This design comes from an exercise in tuning for small area on the open sky130 flow, not from production work.
The RTL was checked by simulation tests, not by an equivalence proof against the original design.
No activity file was given, so power comes from the tool's default toggle rates.

<file path="design/flow/run.sh">
#!/bin/bash
# synth_recipe.tcl (not shown) runs the flow's synth.tcl, then flattens the netlist and writes it again
# the make line also repeats each setting of config.mk as NAME=value (left out here)
make -C /OpenROAD-flow-scripts/flow DESIGN_CONFIG=/design/flow/config.mk WORK_HOME=/design/flow/orfs CLKGATE_MAP_FILE= SYNTH_SCRIPT=/design/flow/synth_recipe.tcl finish
</file>
<file path="design/flow/config.mk">
export PLATFORM = sky130hd
export DESIGN_NAME = log_motion_ctrl
export DESIGN_NICKNAME = log_motion_ctrl
export VERILOG_FILES = /design/flow/design.v
export SDC_FILE = /design/flow/constraint.sdc
export NUM_CORES = 4
export LEC_CHECK = 0
export CAP_MARGIN = 20
export CORE_MARGIN = 2
export CORE_UTILIZATION = 40
export SLEW_MARGIN = 20
</file>
<file path="design/flow/design.v">
module log_motion_ctrl #(
    parameter int NUM_OF_LOGS = 30,
    parameter int SCREEN_W    = 640,
    parameter int SCREEN_H    = 480,
    parameter int SPEED_W     = 3
) (
    input  logic                         CLK,
    input  logic                         resetN,
    input  logic                         startOfFrame,
    input  logic                         load_level,
    input  logic [SPEED_W-1:0]           speed,
    input  logic [NUM_OF_LOGS*9-1:0]     start_offsetX,
    input  logic [NUM_OF_LOGS*9-1:0]     start_offsetY,
    output logic [NUM_OF_LOGS*10-1:0]    logX,
    output logic [NUM_OF_LOGS*9-1:0]     logY,
    output logic                         busy,
    output logic                         frame_done,
    output logic                         overrun
);
    localparam int N     = NUM_OF_LOGS;
    localparam int IDX_W = (N > 1) ? $clog2(N) : 1;
    localparam logic [IDX_W-1:0] LAST_IDX = IDX_W'(N - 1);
    logic              busy_reg, done_reg, ld_reg, overrun_reg;
    logic [IDX_W-1:0]  index_reg;
    logic [SPEED_W-1:0] spd_reg;
    logic              last_idx, in_pass;
    assign last_idx = (index_reg == LAST_IDX);
    assign in_pass  = busy_reg & ~done_reg;
    always_ff @(posedge CLK or negedge resetN) begin
        if (!resetN) begin
            busy_reg    <= 1'b0;
            done_reg    <= 1'b0;
            overrun_reg <= 1'b0;
        end else begin
            busy_reg <= load_level | (busy_reg ? ~done_reg : startOfFrame);
            done_reg <= ~load_level & in_pass & last_idx;
            if (busy_reg) begin
                if (startOfFrame) overrun_reg <= 1'b1;
            end else if (load_level) begin
                overrun_reg <= 1'b0;
            end
        end
    end
    always_ff @(posedge CLK) begin
        ld_reg    <= load_level | (busy_reg & ld_reg);
        index_reg <= (in_pass & ~load_level & ~last_idx) ? index_reg + IDX_W'(1) : '0;
        if (!busy_reg) spd_reg <= speed;
    end
    logic [9:0]  cur_x;
    logic [8:0]  off_x, off_y, load_y;
    logic [9:0]  sum_r, dif_l, upd_x;
    always_comb begin
        cur_x = logX[10*index_reg +: 10];
        off_x = start_offsetX[9*index_reg +: 9];
        off_y = start_offsetY[9*index_reg +: 9];
        sum_r = cur_x + 10'(spd_reg);
        dif_l = cur_x - 10'(spd_reg);
        if (index_reg[0] == 1'b0) begin
            upd_x = (sum_r[9] & sum_r[7]) ? {7'd0, sum_r[2:0]} : sum_r;
        end else begin
            upd_x = (cur_x < 10'(spd_reg)) ? {dif_l[9], 2'b00, dif_l[6:0]} : dif_l;
        end
        load_y = (off_y >= 9'(SCREEN_H)) ? 9'(off_y - 9'(SCREEN_H)) : off_y;
    end
    logic [17:0] sh [N];
    logic [17:0] sh_in;
    assign sh_in = ~(ld_reg ? {load_y, off_x} : {load_y[8:1], upd_x});
    always_ff @(posedge CLK) begin
        sh[0] <= sh_in;
        for (int p = 1; p < N; p++) sh[p] <= sh[p-1];
    end
    logic [N-1:0][9:0] log_xn_reg;
    logic [N-1:0][8:0] log_yn_reg;
    logic              x_nok_reg, y_nok_reg;
    always_ff @(posedge CLK or negedge resetN) begin
        if (!resetN) begin
            x_nok_reg <= 1'b1;
            y_nok_reg <= 1'b1;
        end else if (done_reg) begin
            x_nok_reg <= 1'b0;
            if (ld_reg) y_nok_reg <= 1'b0;
        end
    end
    always_ff @(posedge CLK) begin
        if (done_reg) begin
            for (int k = 0; k < N; k++) begin
                log_xn_reg[k] <= {ld_reg | sh[N-1-k][9], sh[N-1-k][8:0]};
                if (ld_reg) log_yn_reg[k] <= sh[N-1-k][17:9];
            end
        end
    end
    always_comb begin
        for (int k = 0; k < N; k++) begin
            logX[10*k +: 10] = ~(log_xn_reg[k] | {10{x_nok_reg}});
            logY[9*k +: 9]   = ~(log_yn_reg[k] | {9{y_nok_reg}});
        end
    end
    assign busy       = busy_reg;
    assign frame_done = done_reg;
    assign overrun    = overrun_reg;
endmodule
</file>
<file path="design/flow/constraint.sdc">
create_clock -name core_clock -period 10.0 [get_ports {CLK}]
set_input_delay 2.0000 -clock core_clock [delete_from_list [all_inputs] [get_ports {CLK}]]
set_output_delay 2.0000 -clock core_clock [all_outputs]
set_load 0.01 [all_outputs]
</file>
==> flow_metrics.env, run 1 <==
export IMPL_finalSetupViolations=0
export IMPL_syn_nets=3132
export IMPL_critPathRequiredTime_ns=8.00
export IMPL_drt_iter0_drc=3151
export IMPL_cts_num_sinks=1124
export IMPL_cts_max_level=3
export IMPL_synth_top_area_frac=0.439
export IMPL_routedWlPerCell_um=35.2
export IMPL_ant_nets=0
export IMPL_multi_input_area_um2=9970
export IMPL_grt_busiest_layer="met2"
export IMPL_max_slew_margin_rel=0.243
export IMPL_ys_warn_count=2
export IMPL_grt_max_degree=236
export IMPL_insertion_delay_ns=0.71
export IMPL_hold_violations=0
export IMPL_p_int_mw=8.19
export IMPL_status="complete, no violations"
export IMPL_synthDistinctLibCells=85
export IMPL_ir_drop_uv=142
export IMPL_ctsResizeCount=0
export IMPL_cp_max_fo=229
export IMPL_powerDensity_nw_per_um2=193
export IMPL_hold_buffers=0
export IMPL_die_w_um=317
export IMPL_finalCritPeriodShare=0.573
export IMPL_seq_area_frac_synth=0.721
export IMPL_yosysMostFrequentCell="nor2_1"
export IMPL_boundaryPins=1120
export IMPL_power_frac_seq=0.533
export IMPL_ys_async_sr_fraction=0.00445
export IMPL_rows=114
export IMPL_cts_made_buffers=107
export IMPL_routabilityCongestion=0.957
export IMPL_grt_pass1_vias=27200
export IMPL_grtUsageMet3=0.0870
export IMPL_finClkSkew_ns=0.0557
export IMPL_synth_flop_cell="edfxtp_1"
export IMPL_die_h_um=317
export IMPL_hpwl_um=142000
export IMPL_final_max_slew_viol_count=0
export IMPL_grtUsageMet1=0.445
export IMPL_clkPwrFrac=0.395
export IMPL_yosys_top_cells_count="nor2_1, edfxtp_1, dfxtp_1"
export IMPL_hp_class="register to register"
export IMPL_syn2layout_area_growth_pct=40.6
export IMPL_instances_no_fill=5069
export IMPL_avgViaCountPerCell=5.42
export IMPL_core_area_um2=96900
export IMPL_dr_pass1_iters=5
export IMPL_cts_max_path_buffers=3
export IMPL_synth_edf_count=573
export IMPL_dieArea_um2=101000
export IMPL_num_vias=27500
export IMPL_critPathKind="register to output pin"
export IMPL_power_leakage_nw=20.0
export IMPL_wirelength_um=179000
export IMPL_end_kind="output pin"
export IMPL_seqCellArea_um2=28300
export IMPL_period_needed_ns=5.73
export IMPL_rsz0062_at_grt="no"
export IMPL_postCtsSetupRepairBufs=0
export IMPL_clockRootBuffer="clkbuf_16"
export IMPL_start_kind="register"
export IMPL_grt_use_total=0.345
export IMPL_grt_use_met2=0.574
export IMPL_largest_register_ffs=540
export IMPL_avgSynthCellArea_um2=15.2
export IMPL_drc=0
export IMPL_start_util=0.405
export IMPL_synth_top_area_cell="edfxtp_1"
export IMPL_worst_pin_slew_ns=1.14
export IMPL_cap_violations=0
export IMPL_clk_pin_slew_ns=0.06
export IMPL_antenna_found_initial=62
export IMPL_portBuffers=1119
export IMPL_p_switching_mw=2.45
export IMPL_switching_share=0.230
export IMPL_p_comb_frac=0.072
export IMPL_synth_seq_cells=1124
export IMPL_whs_path_depth=0
export IMPL_cp_arrival_ns=3.73
export IMPL_fmax_mhz=175
export IMPL_nets=4231
export IMPL_synthCells=2574
export IMPL_synthTopCellsByArea="edfxtp_1, dfxtp_1, mux4_2, nor2_1, mux2i_1"
export IMPL_syn_area_um2=39200
export IMPL_cts_tree="done"
export IMPL_drive_gt1_frac=0.120
export IMPL_final_setup_tns_ns=0
export IMPL_fillers=7778
export IMPL_grt_pass1_wl_um=234000
export IMPL_dp_cells=4840
export IMPL_overflow=0
export IMPL_r2r_cells=13
## kinds of logic after synthesis
family          share of synthesized area
flops                               0.721
xor+xnor                          0.00335
mux                                 0.129
simple gates                       0.0811
buf+inv                            0.0248
compound gates                     0.0366
fa+ha+maj                         0.00389
## power by group through the flow
stage,Clock [mW],Sequential [mW],Combinational (mW)
after floorplan,0,5.61,0.368
after global placement,0,5.73,0.758
after detailed placement,0,5.75,0.761
after CTS,4.24,5.66,0.765
after global routing,4.41,5.71,0.790
final,4.20,5.67,0.766
## worst max-delay path: stages, from the launching register on
cell and delay, ns:
dfstp_4 1.27, buf_12 0.79, nor2_1 0.15, clkdlybuf4s50_1 0.69
## routing by layer
metal | part of all wire | up-vias
li1 | - | 11600
met1 | 0.40 | 14100
met2 | 0.49 | 1463
met3 | 0.085 | 257
met4 | 0.032 | 22
met5 | 0.00081 | -
## placed cells by master, fill, tap and decap left out, drive strengths merged, types with 14 or more instances in the layout
cell,count
diode,27
clkinv,32
inv,18
o221ai,14
a21oi,25
edfxtp,573
buf,24
mux2,54
dfxtp,546
nor3,20
o21ai,35
o22ai,30
a211oi,14
or2,32
clkbuf,151
a22oi,28
clkdlybuf4s50,1119
nand2,36
nand3,16
nor2,604
mux2i,102
mux4,150
## stage by stage
step                setup slack (ns)  hold WS [ns]  utilization  power (mW)  cell area [um^2]
finish                          4.27         0.312        0.569        10.6             55100
global route                    4.10         0.327        0.569        10.9             55100
CTS                             4.27         0.303        0.568        10.7             55000
detailed placement              4.74         0.332        0.530        6.51             51400
global placement                4.88         0.329        0.530        6.49             51400
floorplan                       2.20         0.327            -        5.98             39200
## path summary, 6_finish.rpt
check                      slack, ns                 end             startpoint
max                             4.27            logX[55]  x_nok_reg$_DFFE_PN1P_
min                             0.31    sh[2][1]$_DFF_P_       sh[1][1]$_DFF_P_
max reg2reg                     4.65    sh[0][8]$_DFF_P_  x_nok_reg$_DFFE_PN1P_
min reg2reg                     0.31    sh[2][1]$_DFF_P_       sh[1][1]$_DFF_P_
max in group asynchronous       7.81  done_reg$_DFF_PN0_                 resetN
min in group asynchronous       1.74  done_reg$_DFF_PN0_                 resetN
## cell type report
class	count	area share
Antenna cell	27	0.00123
Inverter	16	0.00109
Tap cell	1276	0.0290
Multi-Input combinational cell	1281	0.181
Clock buffer	151	0.0556
Clock inverter	51	0.0114
Timing Repair Buffer	1143	0.207
Sequential cell	1124	0.513
==> run 2: changes to the inputs <==
==> design/flow/flow/run.sh (new file) <==
#!/bin/bash
# Standard ORFS layout (the standard.sh, unchanged synthesis, floorplan,
# tap cells and power grid) with two overrides:
#  - ports are buffered with the smallest buffer, buf_1
#  - CTS inserts no dummy loads
set -euo pipefail
bash standard.sh \
  "BUFFER_PORTS_ARGS=-buffer_cell sky130_fd_sc_hd__buf_1" \
  "CTS_ARGS=-sink_clustering_enable -repair_clock_nets -dont_use_dummy_load" \
  finish > flow_make.log 2>&1
==> design/flow/standard.sh (new file) <==
#!/bin/bash
# synth_recipe.tcl (not shown) runs the flow's synth.tcl, then flattens the netlist and writes it again
# the make line also repeats each setting of config.mk as NAME=value (left out here)
make -C /OpenROAD-flow-scripts/flow DESIGN_CONFIG=/design/flow/config.mk WORK_HOME=/design/flow/orfs CLKGATE_MAP_FILE= SYNTH_SCRIPT=/design/flow/synth_recipe.tcl "${@:-finish}"
--- a/design/flow/config.mk
+++ b/design/flow/config.mk
@@ -9,3 +9,3 @@
 export CORE_MARGIN = 2
-export CORE_UTILIZATION = 40
+export CORE_UTILIZATION = 60
 export SLEW_MARGIN = 20
removed: design/flow/run.sh
==> run 2 against run 1 <==
  * The flow now stops in I/O pin placement
  * Area after synthesis stayed put
  * Synthesized cell count is the same
==> flow_metrics.env, run 2 <==
export IMPL_synthDistinctLibCells=85
export IMPL_start_util=0.607
export IMPL_synth_top_family_by_area="multiplexers"
export IMPL_syn_nets=3132
export IMPL_synth_mux_area_frac=0.129
export IMPL_die_h_um=260
export IMPL_ys_warn_count=2
export IMPL_yosys_top_cells_count="nor2_1, edfxtp_1, dfxtp_1"
export IMPL_synth_flop_cell="edfxtp_1"
export IMPL_avgSynthCellArea_um2=15.2
export IMPL_yosysMostFrequentCell="nor2_1"
export IMPL_seq_area_frac_synth=0.721
export IMPL_synth_compound_area_frac=0.0366
export IMPL_rows=93
export IMPL_synthCells=2574
export IMPL_synth_top_area_frac=0.439
export IMPL_die_w_um=260
export IMPL_synth_simple_area_share=0.0811
export IMPL_synth_seq_cells=1124
export IMPL_status="did not finish"
export IMPL_error="[ERROR PPL-0024] Number of IO pins (1120) exceeds maximum number of available positions (934). Increase the die perimeter from 1038.48um to 1523.20um."
export IMPL_syn_area_um2=39200
export IMPL_synth_top_area_cell="edfxtp_1"
export IMPL_yosys_area_share_adder=0.00389
export IMPL_synth_xor_area_frac=0.00335
export IMPL_synthTopCellsByArea="edfxtp_1, dfxtp_1, mux4_2, nor2_1, mux2i_1"
export IMPL_haltStage="I/O pin placement"
export IMPL_synth_edf_count=573
export IMPL_ys_async_sr_fraction=0.00445
==> run 2: kinds of logic after synthesis <==
group / count (synthesis)
flops: 1124
buf+inv: 169
simple gates: 756
xor+xnor: 15
mux: 306
compound gates: 193
fa+ha+maj: 11
==> run 3: changes to the inputs <==
--- a/design/flow/design.v
+++ b/design/flow/design.v
@@ -52,5 +52,10 @@
     always_comb begin
-        cur_x = logX[10*index_reg +: 10];
-        off_x = start_offsetX[9*index_reg +: 9];
-        off_y = start_offsetY[9*index_reg +: 9];
+        cur_x = '0;
+        off_x = '0;
+        off_y = '0;
+        for (int k = 0; k < N; k++) begin
+            cur_x |= logX[10*k +: 10] & {10{index_reg == IDX_W'(k)}};
+            off_x |= start_offsetX[9*k +: 9] & {9{index_reg == IDX_W'(k)}};
+            off_y |= start_offsetY[9*k +: 9] & {9{index_reg == IDX_W'(k)}};
+        end
         sum_r = cur_x + 10'(spd_reg);
==> design/flow/flow/run.sh (replaced) <==
#!/bin/bash
# Standard ORFS layout (the standard.sh: unchanged synthesis, floorplan,
# tap cells and power grid) with these overrides:
#  - ports are buffered with the smallest buffer, buf_1
#  - pins may sit on every routing track
#  - CTS uses clkbuf_8 on clusters of up to 24 sinks and inserts no dummy loads
# ORFS writes each step's full log under orfs/logs; make's output goes to flow_make.log.
set -euo pipefail
bash standard.sh \
  "BUFFER_PORTS_ARGS=-buffer_cell sky130_fd_sc_hd__buf_1" \
  "CTS_ARGS=-sink_clustering_enable -repair_clock_nets -dont_use_dummy_load -buf_list sky130_fd_sc_hd__clkbuf_8 -sink_clustering_size 24 -sink_clustering_max_diameter 60" \
  "PLACE_PINS_ARGS=-min_distance 1 -min_distance_in_tracks" \
  finish > flow_make.log 2>&1
==> run 3 against run 2 <==
  * The run fails in global routing
  * Synthesized cell count rose by 5.9%
  * Area after synthesis fell by 3.9%
==> flow_metrics.env, run 3 <==
export IMPL_status="did not finish"
export IMPL_haltStage="global routing"
export IMPL_error="[ERROR GRT-0116] Global routing finished with congestion. Check the congestion regions in the DRC Viewer."
export IMPL_die_w_um=255
export IMPL_portBuffers=1119
export IMPL_die_h_um=255
export IMPL_postCtsSetupRepairBufs=0
export IMPL_cts_max_path_buffers=3
export IMPL_ctsResizeCount=0
export IMPL_syn_nets=3289
export IMPL_yosys_top_cells_count="nor2_1, edfxtp_1, dfxtp_1"
export IMPL_ys_warn_count=2
export IMPL_ys_async_sr_fraction=0.00445
export IMPL_seq_area_frac_synth=0.750
export IMPL_hpwl_um=114000
export IMPL_dp_cells=4545
export IMPL_dpl_worst_slack_ns=4.66
export IMPL_clockRootBuffer="clkbuf_8"
export IMPL_synthCells=2727
export IMPL_synthTopCellsByArea="edfxtp_1, dfxtp_1, nor2_1, a22oi_1, a22o_1"
export IMPL_synthDistinctLibCells=93
export IMPL_synth_seq_cells=1124
export IMPL_yosysMostFrequentCell="nor2_1"
export IMPL_dpl_instance_area_um2=42500
export IMPL_syn_area_um2=37700
export IMPL_synth_flop_cell="edfxtp_1"
export IMPL_synth_top_area_frac=0.457
export IMPL_boundaryPins=1120
export IMPL_start_util=0.608
export IMPL_routabilityCongestion=1.13
export IMPL_overflow=3
export IMPL_cts_num_sinks=1124
export IMPL_grt_max_degree=218
export IMPL_hold_buffers=0
export IMPL_grt_pass1_wl_um=221000
export IMPL_grt_use_total=0.492
export IMPL_synth_top_area_cell="edfxtp_1"
export IMPL_cts_max_level=2
export IMPL_grt_pass1_vias=31500
export IMPL_avgSynthCellArea_um2=13.8
export IMPL_cts_made_buffers=57
export IMPL_rows=91
export IMPL_synth_edf_count=573
run 3: logic make-up after synthesis:
logic type,after synthesis,share of synthesized area
DFF,1124,0.750
and+or+nand+nor,879,0.107
AOI/OAI and AO/OA,455,0.0976
buffers and inverters,206,0.0261
muxes,33,0.0100
xor gates and xnor gates,15,0.00349
adders and majority gates,15,0.00538
run 3: power groups by stage:
stage                     combinational, mW  sequential (mW)  clock, mW
after floorplan                       0.172             5.72          0
after global placement                0.370             5.81          0
after detailed placement              0.373             5.87          0
after CTS                             0.374             5.78       1.79
run 3: worst max path at each step:
stage | from | slack [ns] | cells after the start | end
4_1_cts | index_reg[0]$_SDFF_PN0_ | 4.65 | 17 | sh[0][7]$_DFF_P_
3_5_place_dp | index_reg[0]$_SDFF_PN0_ | 4.66 | 17 | sh[0][7]$_DFF_P_
3_3_place_gp | index_reg[0]$_SDFF_PN0_ | 4.85 | 17 | sh[0][7]$_DFF_P_
2_1_floorplan | done_reg$_DFF_PN0_ | 2.20 | 1 | log_yn_reg[0]$_DFFE_PP_
run 3: per-layer routing:
layer | GRT usage | GRT overflow
met5 | 0.0316 | 0
met2 | 0.748 | 3
met3 | 0.226 | 0
met4 | 0.405 | 0
met1 | 0.525 | 0
==> run 4: changes to the inputs <==
--- a/design/flow/design.v
+++ b/design/flow/design.v
@@ -78,9 +78,11 @@
     logic [N-1:0][8:0] log_yn_reg;
-    logic              x_nok_reg, y_nok_reg;
+    logic              x_nok_reg, x9_nok_reg, y_nok_reg;
     always_ff @(posedge CLK or negedge resetN) begin
         if (!resetN) begin
-            x_nok_reg <= 1'b1;
-            y_nok_reg <= 1'b1;
+            x_nok_reg  <= 1'b1;
+            x9_nok_reg <= 1'b1;
+            y_nok_reg  <= 1'b1;
         end else if (done_reg) begin
-            x_nok_reg <= 1'b0;
+            x_nok_reg  <= 1'b0;
+            x9_nok_reg <= ld_reg;
             if (ld_reg) y_nok_reg <= 1'b0;
@@ -91,3 +93,3 @@
             for (int k = 0; k < N; k++) begin
-                log_xn_reg[k] <= {ld_reg | sh[N-1-k][9], sh[N-1-k][8:0]};
+                log_xn_reg[k] <= sh[N-1-k][9:0];
                 if (ld_reg) log_yn_reg[k] <= sh[N-1-k][17:9];
@@ -98,3 +100,4 @@
         for (int k = 0; k < N; k++) begin
-            logX[10*k +: 10] = ~(log_xn_reg[k] | {10{x_nok_reg}});
+            logX[10*k +: 9]  = ~(log_xn_reg[k][8:0] | {9{x_nok_reg}});
+            logX[10*k + 9]   = ~(log_xn_reg[k][9] | x9_nok_reg);
             logY[9*k +: 9]   = ~(log_yn_reg[k] | {9{y_nok_reg}});
==> design/flow/flow/run.sh (replaced) <==
#!/bin/bash
# Standard ORFS layout (the standard.sh: unchanged synthesis, floorplan,
# tap cells and power grid) with these overrides:
#  - ports are buffered with the smallest buffer, buf_1
#  - CTS uses clkbuf_8 on clusters of up to 12 sinks within 40 um, and no dummy loads
# ORFS writes each step's full log under orfs/logs; make's output goes to flow_make.log.
set -euo pipefail
bash standard.sh \
  "BUFFER_PORTS_ARGS=-buffer_cell sky130_fd_sc_hd__buf_1" \
  "CTS_ARGS=-sink_clustering_enable -repair_clock_nets -dont_use_dummy_load -buf_list sky130_fd_sc_hd__clkbuf_8 -sink_clustering_size 12 -sink_clustering_max_diameter 40" \
  finish > flow_make.log 2>&1
--- a/design/flow/config.mk
+++ b/design/flow/config.mk
@@ -8,4 +8,5 @@
 export CAP_MARGIN = 20
+export CORE_ASPECT_RATIO = 0.5
 export CORE_MARGIN = 2
-export CORE_UTILIZATION = 60
+export CORE_UTILIZATION = 50
 export SLEW_MARGIN = 20
==> run 4 against run 3 <==
  * The run now finishes clean
  * Area after synthesis is 1.3% lower
  * Synthesized cell count is 1.6% lower
==> flow_metrics.env, run 4 <==
export IMPL_status="complete, no violations"
export IMPL_cts_tree="done"
export IMPL_synth_seq_cells=1125
export IMPL_boundaryPins=1120
export IMPL_cap_violations=0
export IMPL_postCtsSetupRepairBufs=0
export IMPL_core_area_um2=73400
export IMPL_grt_max_degree=108
export IMPL_p_switching_mw=2.00
export IMPL_grt_use_met2=0.660
export IMPL_ctsResizeCount=0
export IMPL_rsz0062_at_grt="no"
export IMPL_critPathSlowestCell="dfstp_4"
export IMPL_die_w_um=390
export IMPL_ir_drop_uv=106
export IMPL_ant_nets=0
export IMPL_seqCellArea_um2=28300
export IMPL_drive_gt1_frac=0.0622
export IMPL_cts_max_path_buffers=3
export IMPL_p_total_mw=8.54
export IMPL_final_common_cell="buf_1"
export IMPL_cp_arrival_ns=6.45
export IMPL_syn_area_um2=37200
export IMPL_finalSetupViolations=0
export IMPL_ys_warn_count=2
export IMPL_synthDistinctLibCells=71
export IMPL_largest_register_ffs=540
export IMPL_ys_async_sr_fraction=0.00533
export IMPL_dpl_worst_slack_ns=4.37
export IMPL_synth_flop_cell="edfxtp_1"
export IMPL_powerDensity_nw_per_um2=193
export IMPL_syn_nets=3245
export IMPL_synthCells=2683
export IMPL_fillers=6148
export IMPL_grt_busiest_layer="met2"
export IMPL_end_kind="register"
export IMPL_clk_pin_slew_ns=0.08
export IMPL_avgSynthCellArea_um2=13.9
export IMPL_worst_pin_slew_ns=1.25
export IMPL_final_max_slew_viol_count=0
export IMPL_cts_made_buffers=108
export IMPL_cp_slowest_stage_delay_ns=1.30
export IMPL_layout_common_cells="buf_1, nor2_1, edfxtp_1, dfxtp_1, a22oi_1"
export IMPL_num_vias=30700
export IMPL_insertion_delay_ns=0.85
export IMPL_dieArea_um2=76700
export IMPL_nets=4360
export IMPL_final_setup_tns_ns=0
export IMPL_synth_edf_count=573
export IMPL_clockRootBuffer="clkbuf_8"
export IMPL_worst_slack_ns=4.13
export IMPL_die_h_um=197
export IMPL_cts_max_level=3
export IMPL_critPathRequiredTime_ns=10.58
export IMPL_seq_area_frac_synth=0.760
export IMPL_syn2layout_area_growth_pct=19.0
export IMPL_crit_start="x_nok_reg$_DFFE_PN1P_"
export IMPL_antenna_found_initial=104
export IMPL_fmax_mhz=170
export IMPL_finalCritPeriodShare=0.587
export IMPL_finClkSkew_ns=0.139
export IMPL_start_kind="register"
export IMPL_avgViaCountPerCell=6.32
export IMPL_multi_input_area_um2=8320
export IMPL_dr_pass1_iters=8
export IMPL_start_util=0.507
export IMPL_hp_class="register to register"
export IMPL_hold_buffers=0
export IMPL_p_int_mw=6.55
export IMPL_switching_share=0.234
export IMPL_routedWlPerCell_um=38.1
export IMPL_grt_use_total=0.468
export IMPL_grt_pass1_vias=27400
export IMPL_power_leakage_nw=15.5
export IMPL_routabilityCongestion=1.06
export IMPL_p_comb_frac=0.047
export IMPL_synthTopCellsByArea="edfxtp_1, dfxtp_1, nor2_1, a22oi_1, a22o_1"
export IMPL_portBuffers=1119
export IMPL_max_slew_margin_rel=0.168
export IMPL_cts_num_sinks=1125
export IMPL_drc=0
export IMPL_crit_buf_inv=1
export IMPL_overflow=0
export IMPL_hold_path_startpoint="sh[14][2]$_DFF_P_"
export IMPL_yosys_top_cells_count="nor2_1, edfxtp_1, dfxtp_1"
export IMPL_critPathKind="register to register"
export IMPL_wirelength_um=185000
export IMPL_synth_top_area_frac=0.462
export IMPL_grtUsageMet3=0.214
export IMPL_hold_violations=0
export IMPL_grt_pass1_wl_um=238000
export IMPL_grtUsageMet1=0.615
export IMPL_drt_iter0_drc=5118
export IMPL_rows=70
export IMPL_cp_max_fo=106
export IMPL_clkPwrFrac=0.282
export IMPL_cp_common_cell="nor2_1"
export IMPL_r2r_start="x_nok_reg$_DFFE_PN1P_"
export IMPL_crit_family="simple AND/OR/NAND/NOR gates"
export IMPL_period_needed_ns=5.87
export IMPL_crit_path_cell_trace="buf_4 > nor2_1 > a22oi_1 > nand2_1 > a2111oi_0 > nand4_1 > nor2_1 > o21ai_0 > ha_1 > nor2_1 > nor2_1 > nand3_2 > or3_4 > or4_1 > a21oi_1 > o31ai_1"
export IMPL_hpwl_um=144000
export IMPL_power_frac_seq=0.671
export IMPL_yosysMostFrequentCell="nor2_1"
export IMPL_synth_top_area_cell="edfxtp_1"
-- run 4: metrics by stage --
step           instance area (um^2)   util  hold slack [ns]  instances
6_report                      44300  0.603            0.235       4855
2_1_floorplan                 37200      -            0.327       2683
5_1_grt                       44100  0.602            0.233       4797
3_3_place_gp                  42600  0.580            0.328       4660
3_5_place_dp                  42600  0.580            0.333       4660
4_1_cts                       44100  0.601            0.211       4768
-- run 4: routing by layer --
layer	share of wire	routed length (um)
met4	0.051	9360
met3	0.16	29100
met5	0.0022	412
met2	0.42	78400
met1	0.37	68000
-- run 4: power groups by stage --
| stage | clock [mW] | sequential (mW) | combinational (mW) |
|---|---|---|---|
| floorplan | 0 | 5.69 | 0.154 |
| global placement | 0 | 5.79 | 0.375 |
| detailed placement | 0 | 5.82 | 0.376 |
| CTS | 2.40 | 5.71 | 0.377 |
| global route | 2.57 | 5.76 | 0.405 |
| finish | 2.41 | 5.73 | 0.399 |
-- run 4: path summary, 6_finish.rpt --
path | slack [ns] | endpoint | depth (start not counted)
max | 4.13 | sh[0][9]$_DFF_P_ | 16
min | 0.23 | sh[15][2]$_DFF_P_ | 0
max reg2reg | 4.13 | sh[0][9]$_DFF_P_ | 16
min reg2reg | 0.23 | sh[15][2]$_DFF_P_ | 0
max in group asynchronous | 8.35 | done_reg$_DFF_PN0_ | 1
min in group asynchronous | 1.20 | overrun_reg$_DFFE_PN0P_ | 1
-- run 4: final cells by class --
class / instances / share of cell area
Sequential cell: 1125 / 0.639
Multi-Input combinational cell: 1365 / 0.188
Timing Repair Buffer: 1183 / 0.106
Clock buffer: 108 / 0.0336
Tap cell: 972 / 0.0275
Antenna cell: 87 / 0.00492
Inverter: 15 / 0.00127
-- run 4: logic make-up (layout without fill, tap and decap cells) --
| logic type | count (synthesis) | after routing | synth area share |
|---|---|---|---|
| fa+ha+maj | 15 | 15 | 0.00545 |
| other cells | 0 | 87 | 0 |
| mux | 32 | 32 | 0.00985 |
| compound gates | 443 | 443 | 0.0961 |
| xor+xnor | 11 | 11 | 0.00259 |
| flops | 1125 | 1125 | 0.760 |
| simple gates | 864 | 864 | 0.104 |
| buf+inv | 193 | 1306 | 0.0221 |
==> run 5: changes to the inputs <==
==> design/flow/flow/run.sh (replaced) <==
#!/bin/bash
# Standard ORFS layout (the standard.sh: unchanged synthesis, floorplan,
# tap cells and power grid) with these overrides:
#  - ports are buffered with the smallest buffer, buf_1
#  - CTS uses clkbuf_4 on clusters of up to 8 sinks within 25 um, and no dummy loads
# ORFS writes each step's full log under orfs/logs; make's output goes to flow_make.log.
set -euo pipefail
bash standard.sh \
  "BUFFER_PORTS_ARGS=-buffer_cell sky130_fd_sc_hd__buf_1" \
  "CTS_ARGS=-sink_clustering_enable -repair_clock_nets -dont_use_dummy_load -buf_list sky130_fd_sc_hd__clkbuf_4 -sink_clustering_size 8 -sink_clustering_max_diameter 25" \
  finish > flow_make.log 2>&1
==> run 5 against run 4 <==
  * Still clean on timing, DRC and antenna
  * Non-clock buffer count unchanged
  * Count of clock-buffer cells in the layout increased by 68
  * Hold slack improved by 0.023 ns
  * Register-to-register slack improved by 0.05 ns
  * Via count increased by 0.80%
  * Cell count increased by 0.97%
  * Cell area decreased by 0.49%
  * Critical path depth unchanged
  * Global-route usage increased by 0.12 points
==> flow_metrics.env, run 5 <==
export IMPL_status="complete, no violations"
export IMPL_clk_pin_slew_ns=0.08
export IMPL_avgSynthCellArea_um2=13.9
export IMPL_start_util=0.507
export IMPL_hpwl_um=144000
export IMPL_nets=4428
export IMPL_yosys_top_cells_count="nor2_1, edfxtp_1, dfxtp_1"
export IMPL_critPathRequiredTime_ns=10.81
export IMPL_layout_common_cells="buf_1, nor2_1, edfxtp_1, dfxtp_1, clkbuf_4"
export IMPL_r2r_start="x_nok_reg$_DFFE_PN1P_"
export IMPL_min_to="sh[20][2]$_DFF_P_"
export IMPL_switching_share=0.239
export IMPL_final_common_cell="buf_1"
export IMPL_utilization=0.601
export IMPL_synthTopCellsByArea="edfxtp_1, dfxtp_1, nor2_1, a22oi_1, a22o_1"
export IMPL_hold_violations=0
export IMPL_drive_gt1_frac=0.0787
export IMPL_largest_register_ffs=540
export IMPL_grt_pass1_vias=27900
export IMPL_max_slew_margin_rel=0.134
export IMPL_finalCritPeriodShare=0.582
export IMPL_synth_seq_cells=1125
export IMPL_core_area_um2=73400
export IMPL_cap_violations=0
export IMPL_ys_async_sr_fraction=0.00533
export IMPL_clkPwrFrac=0.271
export IMPL_syn_nets=3245
export IMPL_end_kind="register"
export IMPL_rsz0062_at_grt="no"
export IMPL_cts_tree="done"
export IMPL_critPathKind="register to register"
export IMPL_ant_nets=0
export IMPL_synth_top_area_frac=0.462
export IMPL_ctsResizeCount=0
export IMPL_seq_area_frac_synth=0.760
export IMPL_rows=70
export IMPL_postCtsSetupRepairBufs=0
export IMPL_cts_num_sinks=1125
export IMPL_power_leakage_nw=15.5
export IMPL_hold_path_startpoint="sh[19][2]$_DFF_P_"
export IMPL_insertion_delay_ns=1.06
export IMPL_period_needed_ns=5.82
export IMPL_dieArea_um2=76700
export IMPL_r2r_cells=16
export IMPL_overflow=0
export IMPL_die_h_um=197
export IMPL_yosysMostFrequentCell="nor2_1"
export IMPL_hp_class="register to register"
export IMPL_routedWlPerCell_um=37.9
export IMPL_ys_warn_count=2
export IMPL_final_max_slew_viol_count=0
export IMPL_drc=0
export IMPL_hold_buffers=0
export IMPL_p_switching_mw=2.01
export IMPL_r2r_end="sh[0][8]$_DFF_P_"
export IMPL_synthDistinctLibCells=71
export IMPL_wirelength_um=186000
export IMPL_powerDensity_nw_per_um2=191
export IMPL_finClkSkew_ns=0.149
export IMPL_synth_edf_count=573
export IMPL_final_setup_tns_ns=0
export IMPL_portBuffers=1119
export IMPL_synthCells=2683
export IMPL_syn2layout_area_growth_pct=18.5
export IMPL_cts_max_path_buffers=3
export IMPL_cts_made_buffers=176
export IMPL_worst_slack_ns=4.18
export IMPL_finalSetupViolations=0
export IMPL_cp_arrival_ns=6.63
export IMPL_p_comb_frac=0.048
export IMPL_fmax_mhz=172
export IMPL_ir_drop_uv=118
export IMPL_avgViaCountPerCell=6.31
export IMPL_antenna_found_initial=106
export IMPL_num_vias=30900
export IMPL_cp_max_fo=106
export IMPL_die_w_um=390
export IMPL_syn_area_um2=37200
export IMPL_grt_use_total=0.469
export IMPL_worst_pin_slew_ns=1.30
export IMPL_synth_top_area_cell="edfxtp_1"
export IMPL_whs_path_depth=0
export IMPL_p_int_mw=6.39
export IMPL_dpl_worst_slack_ns=4.37
export IMPL_power_frac_seq=0.682
export IMPL_clockRootBuffer="clkbuf_4"
export IMPL_r2r_setup_slack_ns=4.18
export IMPL_synth_flop_cell="edfxtp_1"
export IMPL_grt_pass1_wl_um=239000
export IMPL_cts_max_level=4
export IMPL_drt_iter0_drc=5206
export IMPL_grt_max_degree=108
export IMPL_dr_pass1_iters=6
export IMPL_routabilityCongestion=1.06
export IMPL_start_kind="register"
export IMPL_boundaryPins=1120
## run 5: cell counts after synthesis
Identical to the previous run, type by type.
## run 5: critical path, stage by stage, from the launching register on
cell and delay (ns):
dfstp_4 1.27, buf_4 0.93, nor2_1 0.19, a22oi_1 0.23, nand2_1 0.12, a2111oi_0 0.34, nand4_1 0.15, nor2_1 0.13
o21ai_0 0.22, ha_1 0.42, nor2_1 0.04, a221o_1 0.34, nor3b_2 0.20, a31o_2 0.31, a31oi_1 0.37, and2_1 0.21
o32ai_1 0.08
## run 5: how the worst max path moves through the flow
stage | startpoint | end | slack, ns
after floorplan | done_reg$_DFF_PN0_ | log_yn_reg[0]$_DFFE_PP_ | 2.19
after global placement | x_nok_reg$_DFFE_PN1P_ | sh[0][9]$_DFF_P_ | 4.45
after detailed placement | x_nok_reg$_DFFE_PN1P_ | sh[0][9]$_DFF_P_ | 4.37
after CTS | y_nok_reg$_DFFE_PN1P_ | logY[54] | 4.18
after global routing | x_nok_reg$_DFFE_PN1P_ | sh[0][8]$_DFF_P_ | 3.77
final | x_nok_reg$_DFFE_PN1P_ | sh[0][8]$_DFF_P_ | 4.18
## run 5: cell type report
type / instances / area (um^2)
fillers: 6207 / 29300
flip-flops and latches: 1125 / 28300
multi-input cells: 1365 / 8320
repair buffers: 1183 / 4680
clock buffers: 176 / 1320
well taps: 972 / 1220
diodes: 66 / 165
inverters: 15 / 56.3
## run 5: cell families (layout without fill, tap and decap cells)
group / count (synthesis) / in the layout / synth area share
muxes: 32 / 32 / 0.00985
and+or+nand+nor: 864 / 864 / 0.104
DFF: 1125 / 1125 / 0.760
AOI/OAI and AO/OA: 443 / 443 / 0.0961
adders and majority gates: 15 / 15 / 0.00545
buffers and inverters: 193 / 1374 / 0.0221
xor gates and xnor gates: 11 / 11 / 0.00259
other: 0 / 66 / 0
## run 5: routing by layer
metal | share of wire | routed length [um] | up-vias | global-route usage
li1 | - | - | 12300 | -
met1 | 0.37 | 67800 | 15300 | 0.615
met2 | 0.42 | 78300 | 2658 | 0.666
met3 | 0.16 | 30000 | 519 | 0.218
met4 | 0.049 | 9160 | 64 | 0.207
met5 | 0.0023 | 419 | - | 0
## run 5: stage by stage
step                      power (mW)  cell area [um^2]  hold slack, ns  instances
after global routing            8.63             44000           0.258       4868
after global placement          6.17             42600           0.328       4660
final                           8.41             44100           0.257       4902
after floorplan                 5.84             37200           0.327       2683
after detailed placement        6.19             42600           0.333       4660
after CTS                       8.36             43900           0.251       4836
## run 5: power by group through the flow
stage / registers (mW) / clock network, mW / logic, mW
2_1_floorplan: 5.69 / 0 / 0.154
3_3_place_gp: 5.79 / 0 / 0.375
3_5_place_dp: 5.82 / 0 / 0.376
4_1_cts: 5.71 / 2.27 / 0.377
5_1_grt: 5.76 / 2.46 / 0.406
6_report: 5.73 / 2.28 / 0.399

==> static timing again, ports no longer ideal <==
No port has a modelled driver above. Below, the same layouts with a new extraction and two added sets of constraints. Step 1: set_driving_cell puts a clkbuf_16 on CLK and a buf_2 on each other input, an assumption about the parent block. Step 2, shift: input delay + t, output delay - t, t = (earliest + latest rising clock arrival at the registers) / 2. This alone moves slack from input paths to output paths. a / b / c = ideal ports / drivers / drivers and shift; a / b = the first two.
run | t, ns | slack for setup (ns) | cell pins on the clock port's net
run 1 | 0.756 | 4.273 / 4.192 / 4.653 | 1
run 4 | 0.861 | 4.130 / 4.130 / 4.130 | 1
run 5 | 1.058 | 4.181 / 4.151 / 4.181 | 1
After both steps every run listed still meets setup and hold.
